This design comes from an exercise in tuning for small area, a short achievable clock period and few clock cycles on the open sky130 flow, not from production work.
In this exercise RTL edits were held to simulation tests only and were not proved equivalent to the original.

v22:
## matmul_top
module matmul_top (
	input  logic                clk,
	input  logic                reset_n,
	input  logic                dut_valid,
	output logic                dut_ready,
	output matmul_pkg::mm_addr_t a_rd_addr,
	input  matmul_pkg::mm_data_t a_rd_data,
	output matmul_pkg::mm_addr_t b_rd_addr,
	input  matmul_pkg::mm_data_t b_rd_data,
	output logic                c_wr_en,
	output matmul_pkg::mm_addr_t c_wr_addr,
	output matmul_pkg::mm_data_t c_wr_data
);
For scale: about 2100 cells after synthesis, roughly 20000 um2 of cells after synthesis.
export LEC_CHECK = 0
export ABC_AREA = 1
export CAP_MARGIN = 50
export CORE_MARGIN = 2
export CORE_UTILIZATION = 40
export CTS_CLUSTER_DIAMETER = 110
export CTS_CLUSTER_SIZE = 30
export SLEW_MARGIN = 70
export SYNTH_HIERARCHICAL = 1
create_clock -name core_clock -period 10.0 [get_ports {clk}]
standard.sh (not shown) runs the stock make flow with config.mk's settings and CLKGATE_MAP_FILE= SYNTH_SCRIPT=/design/flow/synth_recipe.tcl, a recipe that flattens the netlist after the stock synthesis.
==> flow/flow/run.sh <==
#!/bin/bash
set -euo pipefail
bash standard.sh "BUFFER_PORTS_ARGS=-buffer_cell sky130_fd_sc_hd__buf_1" \
	SETUP_SLACK_MARGIN=6.9 finish > standard.log 2>&1
Testbench counts of v22, summed over its fixed seeds: cycles 13,659.
#### Input delta (v26 over v22)
- changing CTS_CLUSTER_SIZE from 30 to 24
- changing CTS_CLUSTER_DIAMETER from 110 to 90
- setting GPL_TIMING_DRIVEN to 0 for the first time
- setting GPL_ROUTABILITY_DRIVEN to 0 for the first time
==> flow/flow/run.sh <==
#!/bin/bash
set -euo pipefail
bash standard.sh "BUFFER_PORTS_ARGS=-buffer_cell sky130_fd_sc_hd__buf_1" \
	SETUP_SLACK_MARGIN=6.5 finish > standard.log 2>&1
## What came out
- The total DRC errors in the routed layout of v26 and that of v22 are within noise of each other.
- Between v26 and v22, the met2 track demand over resource figures differ only marginally.


## build 92
Starting RTL as in the previous note.
==> flow/design.v (excerpt) <==
module matmul_top (
	input  logic                clk,
	input  logic                reset_n,
	input  logic                dut_valid,
	output logic                dut_ready,
	output matmul_pkg::mm_addr_t a_rd_addr,
	input  matmul_pkg::mm_data_t a_rd_data,
	output matmul_pkg::mm_addr_t b_rd_addr,
	input  matmul_pkg::mm_data_t b_rd_data,
	output logic                c_wr_en,
	output matmul_pkg::mm_addr_t c_wr_addr,
	output matmul_pkg::mm_data_t c_wr_data
);
clock: 10.0 ns
lec_check: 0
abc_area: 1
cap_margin: 50
core_margin: 2
core_utilization: 40
cts_cluster_diameter: 110
cts_cluster_size: 30
place_density: 0.75
slew_margin: 70
synth_hierarchical: 1
==> flow/flow/run.sh <==
#!/bin/bash
set -euo pipefail
bash standard.sh "BUFFER_PORTS_ARGS=-buffer_cell sky130_fd_sc_hd__buf_1" \
	SETUP_SLACK_MARGIN=6.5 finish > standard.log 2>&1
Testbench counts of build 92, summed over its fixed seeds: cycles 13,659.
#### Input delta (build 69 over build 92)
- CTS_CLUSTER_DIAMETER no longer set, was 110
- CTS_CLUSTER_SIZE no longer set, was 30
- PLACE_DENSITY no longer set, was 0.75
==> flow/flow/run.sh <==
#!/bin/bash
set -euo pipefail
bash standard.sh "BUFFER_PORTS_ARGS=-buffer_cell sky130_fd_sc_hd__buf_2" \
	SETUP_SLACK_MARGIN=6.5 finish > standard.log 2>&1
==> results.txt <==
Build 69: flow completed, timing, DRC and antenna clean
Multi-input gate share of the layout cell area was lower in build 69 than in build 92.
Build 69 reports a higher utilization after layout than build 92 does.
Going from build 92 to build 69, the number of clock buffers in the layout was found to have gone up by 21.
Higher smallest setup slack after layout goes to build 69 over build 92.
Relative to build 92, the final cell area reported for build 69 is higher.
The detailed-placement wirelength estimate of build 69 is lower than that of build 92.
[build 69] area overhead of the layout relative to synthesis rose 4.5 points relative to build 92
Met3 track demand over resource: build 69 vs build 92 down 0.52 points
Comparing build 69 and build 92, the lower clock transition at the registers of the reported paths is on build 69.
[inputs] build 11 vs build 69
- setting CTS_CLUSTER_SIZE to 30 for the first time
- setting CTS_CLUSTER_DIAMETER to 110 for the first time
==> flow/flow/run.sh <==
#!/bin/bash
set -euo pipefail
bash standard.sh "BUFFER_PORTS_ARGS=-buffer_cell sky130_fd_sc_hd__buf_1" \
	SETUP_SLACK_MARGIN=6.8 finish > standard.log 2>&1
Findings:
- Higher final instance area goes to build 69 over build 11.
- Build 11 ended up with register to output port as its startpoint-to-endpoint class of the critical path; build 69 ended up with register to register.
- Sum of net half-perimeters after detailed placement: build 11 vs build 69 up 1.7%
- Comparing build 11 against build 69, there is no change at all in number of buffer cells added on primary ports.
- The run showing the greater number of nets in the layout is build 69.
- For the worst-case reg-to-reg path depth, build 11 came in 5 lower than build 69 did.
- Build 69 → build 11: synthesized area now sits at about the same level, fmax +3.8%, utilization saw a decrease, routed wire length increased 0.32%.
What build 26 does differently from build 11 at the input level:
- CTS_CLUSTER_DIAMETER changed from 110 to 60
- CTS_CLUSTER_SIZE changed from 30 to 16
-- flow/flow/run.sh --
<<< build 11, line 4
	SETUP_SLACK_MARGIN=6.8 finish > standard.log 2>&1
>>> build 26, line 4
	SETUP_SLACK_MARGIN=7 finish > standard.log 2>&1
Findings:
- In the reports for build 26 and build 11, the smaller global routing met1 resource utilization belongs to build 11.
- Between build 26 and build 11, the count of state elements after synthesis does not differ in any meaningful way.
- Stage delay of the slowest cell on the critical path ends up higher on build 11.
- Summary of the comparison: via count is higher in build 26, relative to build 11.
- Build 26 against build 11: detailed router's first-iteration violation count picked up an extra about 15%; proportion of final cell area spent on non-clock buffers picked up an extra 4.1 points; share of the clock period used by the worst path after layout picked up an extra 0.47 points; final hold slack lost 5.8 ps; cell count picked up an extra 4.2%.
- Build 26 against build 11; total detailed-routing wirelength is up by a little under 10%.
- Cell count after synthesis came out exactly the same in build 26 and build 11.


## harbor
Starting RTL as in the previous note.
==> flow/config.mk <==
export PLATFORM = sky130hd
export DESIGN_NAME = matmul_top
export DESIGN_NICKNAME = matmul_top
export VERILOG_FILES = /design/flow/design.v
export SDC_FILE = /design/flow/constraint.sdc
export NUM_CORES = 4
export LEC_CHECK = 0
export ABC_AREA = 1
export CAP_MARGIN = 50
export CORE_MARGIN = 2
export CORE_UTILIZATION = 40
export CTS_CLUSTER_DIAMETER = 90
export CTS_CLUSTER_SIZE = 24
export SLEW_MARGIN = 70
export SYNTH_HIERARCHICAL = 1
==> flow/constraint.sdc <==
create_clock -name core_clock -period 10.0 [get_ports {clk}]
set_input_delay 2.0000 -clock core_clock [delete_from_list [all_inputs] [get_ports {clk}]]
set_output_delay 2.0000 -clock core_clock [all_outputs]
set_load 0.01 [all_outputs]
==> flow/flow/run.sh <==
#!/bin/bash
set -euo pipefail
bash standard.sh "BUFFER_PORTS_ARGS=-buffer_cell sky130_fd_sc_hd__buf_1" \
	SETUP_SLACK_MARGIN=6.8 finish > standard.log 2>&1
harbor went all the way through the flow, and no timing, DRC or antenna check failed.
Testbench counts of harbor, summed over its fixed seeds: cycles 13,659.
#### Input delta (raven over harbor)
==> flow/flow/run.sh <==
#!/bin/bash
set -euo pipefail
bash standard.sh "BUFFER_PORTS_ARGS=-buffer_cell sky130_fd_sc_hd__buf_1" \
	SETUP_SLACK_MARGIN=6.5 finish > standard.log 2>&1
## What came out
Of the two values seen for slowest cell on the critical path, fa_1 was produced by raven and dfstp_2 by harbor.
Fmax, raven vs harbor: down by a few percent
Summary of raven over harbor: area of the core shows no meaningful change, number of vias after detailed routing shows a reduction of 68, number of synthesized flops with an enable pin shows no meaningful change, slack of the critical path shows a reduction of 0.10 ns.
Delta (raven minus harbor): end-of-flow core utilization now smaller, cell area after layout now smaller, global routing usage summed across all routing layers comparable.
| worst hold slack across all endpoints | harbor vs raven | ≈ equal |


Another version of the RTL of matmul_top (not shown whole).
Size in the first run: roughly 2200 cells after synthesis, ~290 flip-flops, about 150 I/O pins.
==> flow/design.v (excerpt) <==
module matmul_top (
	input  logic                clk,
	input  logic                reset_n,
	input  logic                dut_valid,
	output logic                dut_ready,
	output matmul_pkg::mm_addr_t a_rd_addr,
	input  matmul_pkg::mm_data_t a_rd_data,
	output matmul_pkg::mm_addr_t b_rd_addr,
	input  matmul_pkg::mm_data_t b_rd_data,
	output logic                c_wr_en,
	output matmul_pkg::mm_addr_t c_wr_addr,
	output matmul_pkg::mm_data_t c_wr_data
);
Settings: LEC_CHECK=0, ABC_AREA=1, CAP_MARGIN=20, CORE_MARGIN=2, CORE_UTILIZATION=40, SLEW_MARGIN=20, SYNTH_HIERARCHICAL=1; clock period 10.0 ns.
==> flow/flow/run.sh <==
#!/bin/bash
set -euo pipefail
bash standard.sh "BUFFER_PORTS_ARGS=-buffer_cell sky130_fd_sc_hd__buf_2" \
	SETUP_SLACK_MARGIN=6.5 finish > standard.log 2>&1
Testbench counts at the start, summed over its fixed seeds: cycles 13,659.
Edit:
CAP_MARGIN = 50   (was 20)
SLEW_MARGIN = 70   (was 20)
The changed run ran to the end with no violations.
Sequential share of layout area came out lower by 0.11 points.
Cell count is unchanged.
Maximum frequency grows slightly.
Routed wire length hardly moves.
Global-route usage went up by 0.16 points.
Worst setup slack gains 0.011 ns.
Cell area is higher slightly.
Die area is unchanged.


matmul_top with an RTL version that a note above also has.
For scale: ~2100 cells after synthesis, roughly 150 I/O pins.
// matmul_top
module matmul_top (
	input  logic                clk,
	input  logic                reset_n,
	input  logic                dut_valid,
	output logic                dut_ready,
	output matmul_pkg::mm_addr_t a_rd_addr,
	input  matmul_pkg::mm_data_t a_rd_data,
	output matmul_pkg::mm_addr_t b_rd_addr,
	input  matmul_pkg::mm_data_t b_rd_data,
	output logic                c_wr_en,
	output matmul_pkg::mm_addr_t c_wr_addr,
	output matmul_pkg::mm_data_t c_wr_data
);
export LEC_CHECK = 0
export ABC_AREA = 1
export CAP_MARGIN = 45
export CORE_MARGIN = 2
export CORE_UTILIZATION = 40
export CTS_CLUSTER_DIAMETER = 100
export CTS_CLUSTER_SIZE = 26
export SLEW_MARGIN = 65
export SYNTH_HIERARCHICAL = 1
create_clock -name core_clock -period 10.0 [get_ports {clk}]
==> flow/flow/run.sh <==
#!/bin/bash
set -euo pipefail
bash standard.sh "BUFFER_PORTS_ARGS=-buffer_cell sky130_fd_sc_hd__buf_1" \
	SETUP_SLACK_MARGIN=6.5 finish > standard.log 2>&1
Testbench counts at the start, summed over its fixed seeds: cycles 13,659.
==> next run, changes <==
==> flow/flow/run.sh (replaced) <==
#!/bin/bash
set -euo pipefail
bash standard.sh "BUFFER_PORTS_ARGS=-buffer_cell sky130_fd_sc_hd__buf_2" \
	SETUP_SLACK_MARGIN=6.5 finish > standard.log 2>&1
- CAP_MARGIN: 45 -> 50
- CTS_CLUSTER_DIAMETER: 100 -> 60
- CTS_CLUSTER_SIZE: 26 -> 16
- SLEW_MARGIN: 65 -> 70
Effect:
- synthesized cell count does not change
- clock-buffer cell count is higher by 19
- cell count is higher by 1.1%
- via count barely changes
- non-clock buffer count is higher by 3
- hold slack loses 0.010 ns
==> next run, changes <==
==> flow/flow/run.sh (replaced) <==
#!/bin/bash
set -euo pipefail
bash standard.sh "BUFFER_PORTS_ARGS=-buffer_cell sky130_fd_sc_hd__buf_1" \
	SETUP_SLACK_MARGIN=6.5 finish > standard.log 2>&1
- CAP_MARGIN: 50 -> 30
- CTS_CLUSTER_DIAMETER: 60 -> 90
- CTS_CLUSTER_SIZE: 16 -> 24
- SLEW_MARGIN: 70 -> 40
- worst setup slack gets worse by 0.20 ns
- global-route usage is higher by 0.16 points
- routed wire length goes up by 1.5%
- register-to-register slack is worse by 0.20 ns
- utilization shrinks by 1.3 points
==> next run, changes <==
==> flow/flow/run.sh (replaced) <==
#!/bin/bash
set -euo pipefail
bash standard.sh "BUFFER_PORTS_ARGS=-buffer_cell sky130_fd_sc_hd__buf_2" \
	SETUP_SLACK_MARGIN=6.5 finish > standard.log 2>&1
- CAP_MARGIN: 30 -> 50
- SLEW_MARGIN: 40 -> 70
- via count is about the same
- synthesized cell count does not change
- maximum frequency climbs by 4.6%
- final cell count stays flat
- worst hold slack is about the same

## re-timing with driven ports
The results above use ideal ports. As a check the final layouts listed here were re-extracted and re-timed, cells and wires unchanged. Step 1, drivers: a clkbuf_16 drives clk and a buf_2 each remaining input, both assumed. Step 2 times the ports against the registers' clock, not the clock port: input delays grow and output delays shrink by t, the midpoint of the rising clock arrivals with the driver on. Three values: ideal ports, drivers, drivers and shift; two values: the first two.
run	shift t [ns]	setup slack, ns	worst slew at a driven data input, ns
v22	0.566	6.819 / 6.763 / 6.679	0.06
v26	0.596	6.537 / 6.537 / 6.537	0.05
build 92	0.558	6.646 / 6.646 / 6.646	0.07
build 69	0.665	6.696 / 6.692 / 6.642	0.07
build 11	0.569	6.816 / 6.760 / 6.692	0.06
build 26	0.652	6.770 / 6.711 / 6.612	0.06
harbor	0.597	6.807 / 6.751 / 6.653	0.06
raven	0.597	6.705 / 6.705 / 6.656	0.06
the first run of note 4	0.611	6.596 / 6.576 / 6.596	0.06
the second run of note 4	0.616	6.608 / 6.549 / 6.675	0.07
the first run of note 5	0.586	6.620 / 6.620 / 6.620	0.05
the second run of note 5	0.649	6.702 / 6.686 / 6.656	0.06
the third run of note 5	0.601	6.497 / 6.497 / 6.497	0.06
the fourth run of note 5	0.581	6.652 / 6.652 / 6.652	0.07
After both steps every run listed still meets setup and hold. For build 26, which loses most, drivers alone change the setup slack by -0.059 ns; drivers and shift together by -0.158 ns.
